This is an optimization exercise on Yosys and OpenROAD, whose aim is small area, a short achievable clock period and few clock cycles per item, not a production implementation.
In this exercise RTL edits were held to simulation tests only and were not proved equivalent to the original.
Power figures rest on the tool's default switching activity, not on a simulated workload.

==> wip/ember <==
// task_state_scheduler
module task_state_scheduler (
  input  logic              clk_i,
  input  logic              rst_ni,
  input  logic              in_valid_i,
  output logic              in_ready_o,
  input  logic [2:0]        operation_i,
  input  logic [tss_pkg::SLOT_W-1:0] slot_i,
  input  logic [tss_pkg::PID_W-1:0]  task_pid_i,
  input  logic [tss_pkg::SLOT_W-1:0] parent_slot_i,
  input  logic [tss_pkg::CH_W-1:0]   channel_i,
  output logic              out_valid_o,
  input  logic              out_ready_i,
  output logic [2:0]        status_o,
  output logic [tss_pkg::SLOT_W-1:0] result_slot_o,
  output logic [tss_pkg::PID_W-1:0]  result_pid_o,
  input  logic              psel,
  input  logic              penable,
  input  logic              pwrite,
  input  logic [2:0]        paddr,
  input  logic [31:0]       pwdata,
  output logic [31:0]       prdata,
  output logic              pready
);
make LEC_CHECK=0 CAP_MARGIN=30 CELL_PAD_IN_SITES_DETAIL_PLACEMENT=1 CELL_PAD_IN_SITES_GLOBAL_PLACEMENT=2 CORE_MARGIN=2 CORE_UTILIZATION=33 PLACE_DENSITY=0.42 SETUP_SLACK_MARGIN=1.5 SLEW_MARGIN=40 SYNTH_MEMORY_MAX_BITS=8192 TNS_END_PERCENT=5 finish   # period 7.0 ns
run.sh (not shown) runs the stock make flow with config.mk's settings and CLKGATE_MAP_FILE= SYNTH_SCRIPT=/design/flow/synth_recipe.tcl, a recipe that flattens the netlist after the stock synthesis.
==> wip/onyx: changes against wip/ember <==
--- a/flow/design.v
+++ b/flow/design.v
@@ -96,23 +96,22 @@
   always_ff @(posedge clk_i) begin
     if (accept_i) begin
       w_op   <= 8'd1 << operation_i;
       w_slot <= slot_i;
       w_pid  <= task_pid_i;
       w_par  <= parent_slot_i;
-      w_ch   <= {(operation_i == tss_pkg::OP_EXIT || operation_i == tss_pkg::OP_WAIT) ?
-                 26'd0 : channel_i[31:6], channel_i[5:0]};
-      pid0_q <= (task_pid_i == '0);
+      w_ch   <= channel_i;
     end
   end
   logic [N-1:0]       vld_q;    
   logic [N-1:0][1:0]  st_q;
   logic [N-1:0][30:0] pid_q;
   logic [N-1:0][5:0]  par_q;
   logic [N-1:0][5:0]  lo_q;     
   logic [N-1:0][25:0] chh_q;    
+  logic [N-1:0]       chz_q;    
   logic [N-1:0]       kl_q;
   logic [N-1:0]       hb_q;     
   logic [N-1:0]       chv_q;    
   logic        have_cur_q, pw_q;
   logic [5:0]  cur_q, cur_par_q;
   logic [6:0]  head_q, tail_q;
@@ -128,39 +127,28 @@
   assign op_wait   = exec_i && w_op[tss_pkg::OP_WAIT];
   logic [N-1:0] runnable, running, sleeping, zombie;
   logic [N-1:0] chm, child, hm, km, zc, eqh1;
   logic [6:0]   head_p1, tail_p1;
   assign tail_p1 = tail_q + 7'd1;
   assign head_p1 = head_q + 7'd1;
+  logic [N-1:0] km_pre_q, wm_pre_q;
   logic         pid0_q;
-  logic [31:0] cbus;
-  logic [5:0]  lo_bus, par_bus;
-  always_comb begin
-    cbus[31:6] = pw_q ? 26'd0 : w_ch[31:6];
-    if (pw_q) cbus[5:0] = init_i;
-    else if (w_op[tss_pkg::OP_EXIT]) cbus[5:0] = cur_par_q;
-    else if (w_op[tss_pkg::OP_WAIT]) cbus[5:0] = cur_q;
-    else if (w_op[tss_pkg::OP_DISPATCH]) cbus[5:0] = head_p1[5:0];
-    else cbus[5:0] = w_ch[5:0];
-  end
-  assign lo_bus  = (!pw_q && (w_op[tss_pkg::OP_SLEEP] || w_op[tss_pkg::OP_WAIT])) ? cbus[5:0] :
-                   tail_q[5:0];
-  assign par_bus = w_op[tss_pkg::OP_CREATE] ? w_par : init_i;
-  logic [N-1:0] lo_eq;
+  logic [5:0] cmp6;
+  assign cmp6 = pw_q ? init_i : cur_par_q;
   always_comb begin
     for (int i = 0; i < N; i++) begin
       runnable[i] = vld_q[i] && (st_q[i] == tss_pkg::ST_RUNNABLE);
       running[i]  = vld_q[i] && (st_q[i] == tss_pkg::ST_RUNNING);
       sleeping[i] = vld_q[i] && (st_q[i] == tss_pkg::ST_SLEEPING);
       zombie[i]   = vld_q[i] && (st_q[i] == tss_pkg::ST_ZOMBIE);
-      lo_eq[i]    = (lo_q[i] == cbus[5:0]);
-      chm[i]      = sleeping[i] && lo_eq[i] && (chh_q[i] == cbus[31:6]);
+      chm[i]      = sleeping[i] && ((w_op[tss_pkg::OP_WAKEUP] && !pw_q) ? wm_pre_q[i] :
+                                    (chz_q[i] && (lo_q[i] == cmp6)));
       child[i]    = vld_q[i] && chv_q[i];
       hm[i]       = vld_q[i] && hb_q[i];
-      eqh1[i]     = runnable[i] && lo_eq[i];
-      km[i]       = vld_q[i] ? (pid_q[i] == w_pid) : pid0_q;
+      eqh1[i]     = runnable[i] && (lo_q[i] == head_p1[5:0]);
+      km[i]       = vld_q[i] ? km_pre_q[i] : pid0_q;
     end
   end
   assign zc = child & zombie;
   logic any_chm, any_zc, any_child, empty, exit_go, kl_run;
   assign any_chm   = |chm;
   assign any_zc    = |zc;
@@ -196,12 +184,26 @@
   end
   assign create_push = |cr;
   assign push_any    = create_push || (op_yield && have_cur_q) || (wake_go && any_chm) ||
                        kill_push;
   logic [N-1:0] chwr;
   assign chwr = (op_sleep || (op_wait && have_cur_q)) ? running : '0;
+  logic [31:0] sleep_ch;
+  assign sleep_ch = op_sleep ? w_ch : {26'd0, cur_q};
+  logic pid_cr_eq, ch_slp_eq;
+  assign pid_cr_eq = (w_pid == task_pid_i);
+  assign ch_slp_eq = (sleep_ch == channel_i);
+  always_ff @(posedge clk_i) begin
+    if (accept_i) begin
+      pid0_q <= (task_pid_i == '0);
+      for (int i = 0; i < N; i++) begin
+        km_pre_q[i] <= cr[i] ? pid_cr_eq : (pid_q[i] == task_pid_i);
+        wm_pre_q[i] <= chwr[i] ? ch_slp_eq : ({chh_q[i], lo_q[i]} == channel_i);
+      end
+    end
+  end
   logic [2:0] r_sts;
   logic       r_sel;
   always_comb begin
     r_sts = tss_pkg::STS_OK;
     r_sel = 1'b0;
     if (w_op[tss_pkg::OP_DISPATCH]) begin
@@ -264,19 +266,23 @@
       kil  = kill_go && sel[i];
       slp  = (op_sleep || wsleep_go) && running[i];
       exz  = exit_go && running[i];
       push = cr[i] || (op_yield && running[i]) || (wake_go && chm[i]) || (kil && sleeping[i]);
       if (cr[i]) pid_q[i] <= w_pid;
       if (cr[i] || kil) kl_q[i] <= kil;
-      if (cr[i] || (exit_go && child[i])) par_q[i] <= par_bus;
+      if (cr[i]) par_q[i] <= w_par;
+      else if (exit_go && child[i]) par_q[i] <= init_i;
       if (pop_go) chv_q[i] <= (par_q[i] == sel_slot);
       else if (cr[i]) chv_q[i] <= (w_par == cur_q);
       if (push) hb_q[i] <= empty;
       else if (pop_go) hb_q[i] <= (last ? eqh1[i] : hb_q[i]) && !sel[i];
-      if (push || chwr[i]) lo_q[i] <= lo_bus;
-      if (chwr[i]) chh_q[i] <= cbus[31:6];
+      if (push || chwr[i]) lo_q[i] <= chwr[i] ? sleep_ch[5:0] : tail_q[5:0];
+      if (chwr[i]) begin
+        chh_q[i] <= sleep_ch[31:6];
+        chz_q[i] <= (sleep_ch[31:6] == '0);
+      end
       if (pop || push || slp || exz) st_q[i] <= {slp || exz, pop || exz};
     end
   end
 endmodule
 `timescale 1ns / 1ps
 module tss_ctrl (
==> flow/config.mk (replaced) <==
export PLATFORM = sky130hd
export DESIGN_NAME = task_state_scheduler
export DESIGN_NICKNAME = task_state_scheduler
export VERILOG_FILES = /design/flow/design.v
export SDC_FILE = /design/flow/constraint.sdc
export NUM_CORES = 4
export LEC_CHECK = 0
export CAP_MARGIN = 20
export CELL_PAD_IN_SITES_DETAIL_PLACEMENT = 1
export CELL_PAD_IN_SITES_GLOBAL_PLACEMENT = 2
export CORE_MARGIN = 2
export CORE_UTILIZATION = 28
export PLACE_DENSITY = 0.35
export SETUP_SLACK_MARGIN = 1.5
export SLEW_MARGIN = 20
export SYNTH_MEMORY_MAX_BITS = 8192
export TNS_END_PERCENT = 5
==> comparison <==
wip/ember ran to the end with no violations. wip/onyx finished with slew limit left.
Between wip/onyx and wip/ember, the lower flip-flop and latch count is in wip/ember (gap 192).
Between wip/onyx and wip/ember, the lower clock-buffer cell count is in wip/ember (gap 82).
Between wip/onyx and wip/ember, the lower final area is in wip/ember (gap about 0.8%, measured against wip/ember).
Synthesized area: wip/onyx is larger than wip/ember (4.2%).
Final cell count: wip/onyx is larger than wip/ember (7.8%).
Global-route usage: wip/onyx is lower than wip/ember (7.4 points).
Against wip/ember, the die area of wip/onyx is higher by about 23%.
Against wip/onyx, the register-to-register slack of wip/ember is worse by 0.13 ns.
In wip/onyx the synthesized cell count is larger than in wip/ember, by 7.5%.
Utilization: wip/onyx is lower than wip/ember (7.3 points).
Between wip/onyx and wip/ember, the lower clock power is in wip/ember (gap about 12%, measured against wip/ember).
==> figures <==
| metric | wip/onyx | wip/ember |
|---|---|---|
| Status | complete, but fails checks | timing/DRC/antenna clean |
| Violated checks | slew limit | - |
| Full die area | 952400 µm² | 776100 µm² |
| Sequential share of cell area | 50.60% | 49.15% |
| Count of nets after finishing | 22214 | 22039 |
| Pwr dens | 404.6 nW/µm² | 408.3 nW/µm² |
| Sequential group share of total power | 31.9% | 30.4% |
| CTS clk-pin slew, worst paths | 0.07 ns | 0.06 ns |
| Part of the Yosys area used for sequential elements | 60.02% | 60.29% |
| Cell Area, Synth | 264500 µm² | 253800 µm² |
| Reg2reg path depth | 14 | 20 |
| Layout Cell Area excl Fill | 313900 µm² | 311400 µm² |
| Count of routing violations after the opening detailed-route iteration | 37312 | 45671 |
| Via count of the first global-routing pass | 200109 | 204386 |
| Non-filler cells in the finished layout | 35484 | 32923 |
| Post-detailed-route via-to-cell ratio | 6.173 | 6.953 |
| Post-Route M1 WL | 809.5 mm | 722.7 mm |
| Number of buffer and inverter instances along the worst setup path | 4 | 8 |
| Hpwl dp | 1536 mm | 1511 mm |
| Min setup slack post-route | 1.111 ns | 0.9843 ns |
| Routed wirelength normalized by instance count | 58.05 µm | 60.21 µm |
| Wire length of the first global-routing pass | 2527 mm | 2430 mm |
| Peak ir drop on the vdd network | 1.075 mV | 0.7600 mV |
| Routing usage on met2 | 59.40% | 67.83% |
Testbench counts of wip/ember, summed over its fixed seeds: cycles 16,141, words 16,000.
Testbench counts of wip/onyx, summed over its fixed seeds: cycles 16,141, words 16,000.

==> afterwards: timing with drivers on the ports <==
The results above use ideal ports. As a check the final layouts listed here were re-extracted and re-timed, cells and wires unchanged. Step 1, drivers: a clkbuf_16 drives clk_i and a buf_2 each remaining input, both assumed. Step 2 also shifts input and output timing later by t, the mid clock arrival at the registers, as if the neighbouring blocks saw the same clock. a / b / c = ideal ports / drivers / drivers and shift; a / b = the first two.
| run | t (ns) | slack for setup (ns) | worst setup path at the end | worst register clock-pin slew, ns |
|---|---|---|---|---|
| wip/ember | 1.333 | 0.984 / 0.984 / 0.984 | register to register | 0.07 / 0.07 |
| wip/onyx | 1.274 | 1.111 / 1.111 / 0.840 | input to register | 0.07 / 0.07 |
For wip/onyx, which loses most, drivers alone change the setup slack by 0.000 ns; drivers and shift together by -0.271 ns.
